What follows belongs to an exercise in optimizing a design on an open flow for small area, a short achievable clock period and few clock cycles per item; a production flow would make more cautious choices.
RTL that was checked went through simulation tests only; none was proved equivalent to the original.
Power and IR drop assume default switching activity.

## run A
// deque_with_search
module deque_with_search #(
   parameter int CAPACITY = dqs_pkg::CAPACITY_DEF
) (
   input  wire logic                                clock,
   input  wire logic                                reset,
   input  wire logic                                req_valid,
   output logic                                     req_ready,
   input  wire logic        [dqs_pkg::OPCODE_W-1:0] req_opcode,
   input  wire logic signed [dqs_pkg::DATA_W-1:0]   req_value,
   output logic                                     rsp_valid,
   input  wire logic                                rsp_ready,
   output logic             [dqs_pkg::STATUS_W-1:0] rsp_status,
   output logic             [dqs_pkg::POS_W-1:0]    rsp_position,
   output logic signed      [dqs_pkg::DATA_W-1:0]   rsp_entry_data,
   output logic                                     rsp_last
);
export LEC_CHECK = 0
export CAP_MARGIN = 20
export CORE_MARGIN = 2
export CORE_UTILIZATION = 40
export CTS_BUF_LIST = sky130_fd_sc_hd__clkbuf_8
export SETUP_SLACK_MARGIN = 2.5
export SLEW_MARGIN = 20
create_clock -name core_clock -period 6.0 [get_ports {clock}]
run.sh (not shown) runs the stock make flow with config.mk's settings and CLKGATE_MAP_FILE= SYNTH_SCRIPT=/design/flow/synth_recipe.tcl, a recipe that flattens the netlist after the stock synthesis.
Relative to run A, the following input files were edited for run B:
diff --git a/flow/design.v b/flow/design.v
--- a/flow/design.v
+++ b/flow/design.v
@@ -86,24 +86,25 @@
    output logic      [CAPACITY-1:0]           mem_valid,
    input  wire logic [CAPACITY-1:0]           mem_match
 );
    localparam int DW = dqs_pkg::DATA_W;
    localparam int PW = dqs_pkg::POS_W;
    localparam int SW = dqs_pkg::STATUS_W;
    logic [IDX_W-1:0]  front, back;       
    logic [CNT_W-1:0]  count;
    logic              full, empty;
    logic              d_active;          
    logic [IDX_W-1:0]  rd_slot;           
    logic [CNT_W-1:0]  d_left;            
+   logic [CNT_W-1:0]  count_m1;          
    logic              ready_ff;
    logic [CAPACITY-1:0] valid;           
    logic              s_valid;
    logic              s_search;
    logic [SW-1:0]     s_status;
    logic [IDX_W-1:0]  s_front;
    logic [DW-1:0]     s_data;
    logic              s_last;
    logic              t_valid;
    logic              t_search;
    logic [SW-1:0]     t_status;
    logic [IDX_W-1:0]  t_front;
@@ -130,59 +131,56 @@
          back_oh[i]  = (back    == IDX_W'(i));
          rd_oh[i]    = (rd_slot == IDX_W'(i));
       end
    end
    assign mem_valid = valid;
    assign take      = req_valid && ready_ff;
    assign is_pf     = take && (req_opcode == 3'd0);
    assign is_pb     = take && (req_opcode == 3'd1);
    assign is_popf   = take && (req_opcode == 3'd2);
    assign is_popb   = take && (req_opcode == 3'd3);
    assign is_dump   = take && (req_opcode == 3'd4);
    assign is_search = take && (req_opcode == 3'd5);
-   assign d_last    = (d_left == '0);
+   assign d_last    = d_active ? (d_left == '0) : (count_m1 == '0);
    assign beat_dump = (is_dump && !empty) || (d_active && e_go);
    assign s_load    = (take && !(req_opcode[2] && req_opcode[1])) || (d_active && e_go);
    assign mem_key     = req_value;
    assign mem_wr_data = req_value;
    always_comb begin
       for (int i = 0; i < CAPACITY; i++) begin
-         mem_wr_sel[i] = !full && ((is_pf && front_oh[(i + 1) % CAPACITY]) || (is_pb && back_oh[i]));
+         mem_wr_sel[i] = !full && (front_oh[(i + 1) % CAPACITY] || back_oh[i]);
       end
    end
    logic [IDX_W-1:0]  front_n, back_n;
    logic [CNT_W-1:0]  count_n;
    logic              inc, dec;
    logic              d_active_n;
    logic [CNT_W-1:0]  d_left_n;
    logic [CAPACITY-1:0] valid_n;
    always_comb begin
       inc     = !full  && (is_pf || is_pb);
       dec     = !empty && (is_popf || is_popb);
       front_n = front;
       back_n  = back;
       if (!full && is_pf)    front_n = front - 1'b1;
       if (!full && is_pb)    back_n  = back + 1'b1;
       if (!empty && is_popf) front_n = front + 1'b1;
       if (!empty && is_popb) back_n  = back - 1'b1;
       count_n = inc ? count + 1'b1 : (dec ? count - 1'b1 : count);
       d_active_n = d_active;
-      d_left_n   = d_left;
-      if (beat_dump) begin
-         d_active_n = !d_last;
-         d_left_n   = d_left - 1'b1;
-      end
-      if (!d_active_n) d_left_n = count_n - 1'b1;
+      d_left_n   = (d_active ? d_left : count_m1) - 1'b1;
+      if (beat_dump) d_active_n = !d_last;
       for (int i = 0; i < CAPACITY; i++) begin
-         valid_n[i] = (valid[i] || mem_wr_sel[i]) &&
+         valid_n[i] = (valid[i] || (!full && ((is_pf && front_oh[(i + 1) % CAPACITY]) ||
+                                              (is_pb && back_oh[i])))) &&
                       !(!empty && is_popf && front_oh[i]) &&
                       !(!empty && is_popb && back_oh[(i + 1) % CAPACITY]);
       end
    end
    logic [CAPACITY-1:0] s_ge, s_hi;
    logic [IDX_W-1:0]  s_idx_hi, s_idx_all;
    logic              s_any_hi, s_found;
    logic [DW-1:0]     s_tdata;
    always_comb begin
       for (int i = 0; i < CAPACITY; i++) s_ge[i] = (IDX_W'(i) >= s_front);
       s_hi      = s_data & s_ge;
       s_any_hi  = |s_hi;
@@ -229,54 +227,55 @@
    always_ff @(posedge clock) begin
       if (reset) begin
          s_valid  <= 1'b0;
          t_valid  <= 1'b0;
          q0_valid <= 1'b0;
          q1_valid <= 1'b0;
          front    <= '0;
          back     <= '0;
          count    <= '0;
          full     <= 1'b0;
          empty    <= 1'b1;
          d_active <= 1'b0;
-         d_left   <= '1;
-         rd_slot  <= '0;
+         count_m1 <= '1;
          ready_ff <= 1'b1;
          valid    <= '0;
       end else begin
          s_valid  <= s_valid_n;
          t_valid  <= t_valid_n;
          q0_valid <= q0_valid_n;
          q1_valid <= q1_valid_n;
          front    <= front_n;
          back     <= back_n;
          count    <= count_n;
          full     <= (count_n == CNT_W'(CAPACITY));
          empty    <= (count_n == '0);
          d_active <= d_active_n;
-         d_left   <= d_left_n;
+         count_m1 <= inc ? count : (dec ? count_m1 - 1'b1 : count_m1);
          valid    <= valid_n;
-         if (!d_active_n)    rd_slot <= front_n;
-         else if (beat_dump) rd_slot <= rd_slot + 1'b1;
          ready_ff <= !d_active_n && (!s_valid_n || !t_valid_n || !q1_valid_n);
       end
    end
    always_ff @(posedge clock) begin
+      if (beat_dump) begin
+         d_left  <= d_left_n;
+         rd_slot <= (d_active ? rd_slot : front) + 1'b1;
+      end
       if (s_load) begin
          s_search <= is_search && !empty;
          s_status <= (is_pf || is_pb) ? (full ? dqs_pkg::STATUS_FULL : dqs_pkg::STATUS_OK)
                                       : (empty && !d_active ? dqs_pkg::STATUS_UNDERFLOW
                                                             : dqs_pkg::STATUS_OK);
          s_front  <= front;
-         s_data   <= is_search ? mem_match : (beat_dump ? rd_oh : '0);
+         s_data   <= is_search ? mem_match : (beat_dump ? (d_active ? rd_oh : front_oh) : '0);
          s_last   <= !beat_dump || d_last;
       end
       if (s_move) begin
          t_search <= s_search;
          t_status <= s_status;
          t_front  <= s_front;
          t_data   <= s_tdata;
          t_last   <= s_last;
       end
       if (!q0_valid || q_pop) begin
          if (q1_valid) begin
             q0_status <= q1_status; q0_pos <= q1_pos; q0_data <= q1_data; q0_last <= q1_last;
In run B the cell row count turned out 1 higher than in run A.
Run A leaves more setup margin than run B.
| worst setup slack after placement | higher: run B |
Diff run A -> run B | number of clock buffers in the layout | decrease of 1.3%
What run A reported for power drawn by the combinational cells has to be multiplied by 2.2 to get the figure for run B.
In the tables for run B and run A, design area reads lower with run A.
Run B against run A: overall track demand over capacity in global routing increased 1.4 points, non-clock buffer area fraction after layout now smaller.
Testbench counts of run B, summed over its fixed seeds: cycles 10,548, requests 5,600.
The RTL of run A was laid out without a check of its function.

==> re-timing with driven ports <==
Ports are ideal in the flow. The routed layouts listed here were re-timed in OpenROAD. Step 1, drivers: a clkbuf_16 drives clock and a buf_2 each remaining input, both assumed. Step 2, shift: input delay + t, output delay - t, t = (earliest + latest rising clock arrival at the registers) / 2. This alone moves slack from input paths to output paths. Slacks: ideal ports / drivers / drivers and shift; pairs: ideal ports / drivers.
run | t, ns | setup slack, ns | worst setup path at the end | slew at the worst register clock pin (ns) | pins driven straight from the clock port
run A | 1.061 | 2.222 / 2.222 / 1.288 | input to register | 0.07 / 0.07 | 1
run B | 1.062 | 2.143 / 2.143 / 1.588 | input to register | 0.07 / 0.07 | 1
After both steps every run listed still meets setup and hold. For run A, which loses most, drivers alone change the setup slack by 0.000 ns; drivers and shift together by -0.934 ns.
